What follows belongs to an exercise in optimizing a design on an open flow for small area and few clock cycles per item; a production flow would make more cautious choices.

## the baseline
==> flow/design.v <==
package tbs_pkg;
  localparam int CountMax = 65535;
  localparam logic [15:0] CntMax = 16'(CountMax);
  localparam logic [15:0] PosMax = 16'hFFFF;
  localparam logic [30:0] SumMax = 31'h7FFF_FFFF;
  localparam logic [14:0] LowestReset = 15'h7FFF;
  localparam logic [14:0] NormalLimitReset = 15'd464;
  localparam logic [14:0] WarningLimitReset = 15'd704;
  localparam logic [14:0] CriticalLimitReset = 15'd944;
  localparam logic [14:0] TripLevelReset = 15'd720;
  typedef enum logic [1:0] {
    CfgNormalLimit = 2'd0,
    CfgWarningLimit = 2'd1,
    CfgCriticalLimit = 2'd2,
    CfgTripLevel = 2'd3
  } cfg_idx_e;
  typedef enum logic {
    ActSample = 1'b0,
    ActClear = 1'b1
  } action_e;
  typedef struct packed {
    logic              action;
    logic signed [15:0] sample;
  } in_t;
  typedef struct packed {
    logic [14:0] min_seen;
    logic [14:0] max_seen;
    logic [30:0] total;
    logic [15:0] skipped_count;
    logic [15:0] normal_count;
    logic [15:0] warning_count;
    logic [15:0] critical_count;
    logic [15:0] shutdown_count;
    logic        trip_seen;
    logic [15:0] trip_index;
  } out_t;
  typedef struct packed {
    logic [14:0] normal_limit;
    logic [14:0] warning_limit;
    logic [14:0] critical_limit;
    logic [14:0] trip_level;
  } cfg_t;
  localparam out_t StatsReset = {
    LowestReset,   
    15'd0,         
    31'd0,         
    16'd0,         
    16'd0,         
    16'd0,         
    16'd0,         
    16'd0,         
    1'b0,          
    16'd0          
  };
endpackage
import tbs_pkg::*;
module tbs_cfg_regs (
  input  logic        clk_i,
  input  logic        rst_ni,
  input  logic        cfg_we_i,
  input  logic [1:0]  cfg_idx_i,
  input  logic [14:0] cfg_data_i,
  output tbs_pkg::cfg_t        cfg_o
);
  tbs_pkg::cfg_t cfg_d;
  tbs_pkg::cfg_t cfg_q;
  always_comb begin
    cfg_d = cfg_q;
    if (cfg_we_i) begin
      unique case (cfg_idx_i)
        CfgNormalLimit:   cfg_d.normal_limit = cfg_data_i;
        CfgWarningLimit:  cfg_d.warning_limit = cfg_data_i;
        CfgCriticalLimit: cfg_d.critical_limit = cfg_data_i;
        CfgTripLevel:     cfg_d.trip_level = cfg_data_i;
        default:          cfg_d = cfg_q;
      endcase
    end
  end
  always_ff @(posedge clk_i or negedge rst_ni) begin
    if (!rst_ni) begin
      cfg_q <= {NormalLimitReset, WarningLimitReset, CriticalLimitReset, TripLevelReset};
    end else begin
      cfg_q <= cfg_d;
    end
  end
  assign cfg_o = cfg_q;
endmodule
import tbs_pkg::*;
module tbs_stats (
  input  logic clk_i,
  input  logic rst_ni,
  input  logic accept_i,
  input  tbs_pkg::in_t  in_data_i,
  input  tbs_pkg::cfg_t cfg_i,
  output tbs_pkg::out_t res_o
);
  logic        fresh_q;
  logic [14:0] min_q, max_q;
  logic [14:0] total_lo_q;
  logic [15:0] total_hi_q;
  logic [15:0] skip_q, norm_q, warn_q, crit_q, shut_q;
  logic        trip_q;
  logic [15:0] pidx_q;
  logic        clr_a, skip_a, smp_a, wipe;
  logic [14:0] t;
  logic        in_normal, in_warning, in_critical, trip_hit;
  logic        lt_min, gt_max;
  function automatic logic le15(input logic [14:0] a, input logic [14:0] b);
    logic r;
    r = 1'b1;
    for (int i = 0; i < 15; i++) r = (!a[i] && b[i]) || (!a[i] && r) || (b[i] && r);
    le15 = r;
  endfunction
  function automatic logic [15:0] cnt_next(input logic [15:0] v, input logic en,
                                           input logic wp);
    logic c;
    c = en && !(&v);
    cnt_next[0] = wp ? en : v[0] ^ c;
    c = c && v[0];
    for (int i = 1; i < 16; i++) begin
      cnt_next[i] = !wp && (v[i] ^ c);
      c = c && v[i];
    end
  endfunction
  assign t      = in_data_i.sample[14:0];
  assign clr_a  = accept_i && in_data_i.action;
  assign skip_a = accept_i && !in_data_i.action && in_data_i.sample[15];
  assign smp_a  = accept_i && !in_data_i.action && !in_data_i.sample[15];
  assign wipe   = clr_a || fresh_q;
  assign in_normal   = le15(t, cfg_i.normal_limit);
  assign in_warning  = le15(t, cfg_i.warning_limit);
  assign in_critical = le15(t, cfg_i.critical_limit);
  assign trip_hit    = le15(cfg_i.trip_level, t);
  assign lt_min      = !le15(min_q, t);
  assign gt_max      = !le15(t, max_q);
  logic [14:0] addend, lo_sum;
  logic        lo_c, ovf;
  always_comb begin
    logic c;
    addend = smp_a ? t : 15'd0;
    c = 1'b0;
    for (int i = 0; i < 15; i++) begin
      lo_sum[i] = total_lo_q[i] ^ addend[i] ^ c;
      c = (total_lo_q[i] && addend[i]) || (c && (total_lo_q[i] ^ addend[i]));
    end
    lo_c = c;
  end
  assign ovf = lo_c && (&total_hi_q) && !fresh_q;
  always_ff @(posedge clk_i or negedge rst_ni) begin
    if (!rst_ni) begin
      fresh_q    <= 1'b1;
      total_lo_q <= '0;
      trip_q     <= 1'b0;
    end else begin
      if (accept_i) fresh_q <= 1'b0;
      if (clr_a) begin
        total_lo_q <= '0;
        trip_q     <= 1'b0;
      end else begin
        total_lo_q <= lo_sum | {15{ovf}};
        trip_q     <= trip_q || (smp_a && trip_hit);
      end
    end
  end
  always_ff @(posedge clk_i) begin
    if (smp_a && (fresh_q || lt_min)) min_q <= t;
    else if (wipe)                    min_q <= LowestReset;
    if (smp_a && (fresh_q || gt_max)) max_q <= t;
    else if (wipe)                    max_q <= '0;
    total_hi_q <= clr_a ? '0 : cnt_next(total_hi_q, lo_c, fresh_q);
    skip_q <= clr_a ? '0 : cnt_next(skip_q, skip_a, fresh_q);
    norm_q <= clr_a ? '0 : cnt_next(norm_q, smp_a && in_normal, fresh_q);
    warn_q <= clr_a ? '0 : cnt_next(warn_q, smp_a && !in_normal && in_warning, fresh_q);
    crit_q <= clr_a ? '0 : cnt_next(crit_q, smp_a && !in_normal && !in_warning && in_critical,
                                    fresh_q);
    shut_q <= clr_a ? '0 : cnt_next(shut_q, smp_a && !in_normal && !in_warning && !in_critical,
                                    fresh_q);
    pidx_q <= clr_a ? '0 : cnt_next(pidx_q, (skip_a || smp_a) && !trip_q &&
                                    !(smp_a && trip_hit), fresh_q);
  end
  assign res_o = {min_q, max_q, total_hi_q, total_lo_q,
                  skip_q, norm_q, warn_q, crit_q, shut_q, trip_q, pidx_q & {16{trip_q}}};
endmodule
import tbs_pkg::*;
module tbs_out_reg (
  input  logic clk_i,
  input  logic rst_ni,
  input  logic in_valid_i,
  output logic in_ready_o,
  output logic accept_o,
  output logic out_valid_o,
  input  logic out_ready_i
);
  logic out_valid_q;
  assign in_ready_o = !out_valid_q || out_ready_i;
  assign accept_o   = in_valid_i && in_ready_o;
  always_ff @(posedge clk_i or negedge rst_ni) begin
    if (!rst_ni) begin
      out_valid_q <= 1'b0;
    end else if (in_ready_o) begin
      out_valid_q <= in_valid_i;
    end
  end
  assign out_valid_o = out_valid_q;
endmodule
import tbs_pkg::*;
module temperature_band_statistics (
  input  logic         clk_i,
  input  logic         rst_ni,
  input  logic         in_valid_i,
  output logic         in_ready_o,
  input  logic [16:0]  in_data_i,
  output logic         out_valid_o,
  input  logic         out_ready_i,
  output logic [157:0] out_data_o,
  input  logic         cfg_we_i,
  input  logic [1:0]   cfg_idx_i,
  input  logic [14:0]  cfg_data_i
);
  tbs_pkg::cfg_t cfg;
  tbs_pkg::in_t  in_data;
  tbs_pkg::out_t res;
  logic accept;
  assign in_data    = in_data_i;
  assign out_data_o = res;
  tbs_cfg_regs u_cfg (
    .clk_i,
    .rst_ni,
    .cfg_we_i,
    .cfg_idx_i,
    .cfg_data_i,
    .cfg_o (cfg)
  );
  tbs_out_reg u_out (
    .clk_i,
    .rst_ni,
    .in_valid_i,
    .in_ready_o,
    .accept_o (accept),
    .out_valid_o,
    .out_ready_i
  );
  tbs_stats u_stats (
    .clk_i,
    .rst_ni,
    .accept_i  (accept),
    .in_data_i (in_data),
    .cfg_i     (cfg),
    .res_o     (res)
  );
endmodule
Settings: LEC_CHECK=0, CAP_MARGIN=20, CORE_MARGIN=2, CORE_UTILIZATION=40, SLEW_MARGIN=20; clock period 6.0 ns.
run.sh (not shown) runs the stock make flow with config.mk's settings and CLKGATE_MAP_FILE= SYNTH_SCRIPT=/design/flow/synth_recipe.tcl, a recipe that flattens the netlist after the stock synthesis.
No crash in the baseline: every stage finished, but the layout fails its final checks due to negative setup slack.
--- input diff the baseline..the candidate ---
==> flow/flow/run.sh (new file) <==
#!/bin/bash
# Own flow: the standard layout (standard.sh, unchanged synthesis), with
#  - port buffers made with the smallest buffer (buf_1) instead of the one buffer_ports picks,
#  - clock tree from small clock buffers, without dummy loads.
set -euo pipefail
export BUFFER_PORTS_ARGS="-buffer_cell sky130_fd_sc_hd__buf_1"
export CTS_ARGS="-sink_clustering_enable -repair_clock_nets -dont_use_dummy_load -buf_list sky130_fd_sc_hd__clkbuf_4"
bash standard.sh > standard_make.log 2>&1
==> flow/standard.sh (new file) <==
#!/bin/bash
# synth_recipe.tcl (not shown) runs the flow's synth.tcl, then flattens the netlist and writes it again
# the make line also repeats each setting of config.mk as NAME=value (left out here)
make -C /OpenROAD-flow-scripts/flow DESIGN_CONFIG=/design/flow/config.mk WORK_HOME=/design/flow/orfs CLKGATE_MAP_FILE= SYNTH_SCRIPT=/design/flow/synth_recipe.tcl "${@:-finish}"
removed: flow/run.sh
--- outcome ---
The candidate: complete, dirty (negative setup slack)
[flow] the baseline | stages: complete | final checks: fail | reason: negative setup slack
Changes observed in the candidate relative to the baseline: clock tree cell share of total cell area went down 2.3 points; non-clock buffer count moved down; met1 routed wirelength after detailed routing now smaller; number of clock buffers inserted by TritonCTS now larger; fmax up 1.7%.
The post-synthesis cell area on the candidate is in line with that on the baseline.
No run of this note included a check of the RTL's function; only the layout flow was run.

## port drivers added, routing unchanged
No port has a modelled driver above. Below, the same layouts with a new extraction and two added sets of constraints. Step 1 (the two cells are an assumption about what drives the block):
set clk [get_ports {clk_i}]
set_driving_cell -lib_cell sky130_fd_sc_hd__clkbuf_16 $clk
set_driving_cell -lib_cell sky130_fd_sc_hd__buf_2 [delete_from_list [all_inputs] $clk]
Step 2 times the ports against the registers' clock, not the clock port: input delays grow and output delays shrink by t, the midpoint of the rising clock arrivals with the driver on. Three values: no drivers, after step 1, after step 2; two values: the first two.
run	shift t [ns]	slack for setup (ns)	hold slack, ns	latest minus earliest clock arrival (ns)	pins driven straight from the clock port
the baseline	0.561	-2.903 / -2.919 / -3.480	0.498 / 0.498 / 0.498	0.016 / 0.017	1
the candidate	0.690	-2.758 / -2.767 / -3.457	0.497 / 0.497 / 0.497	0.066 / 0.066	1
For the candidate, which loses most, drivers alone change the setup slack by -0.009 ns; drivers and shift together by -0.699 ns.
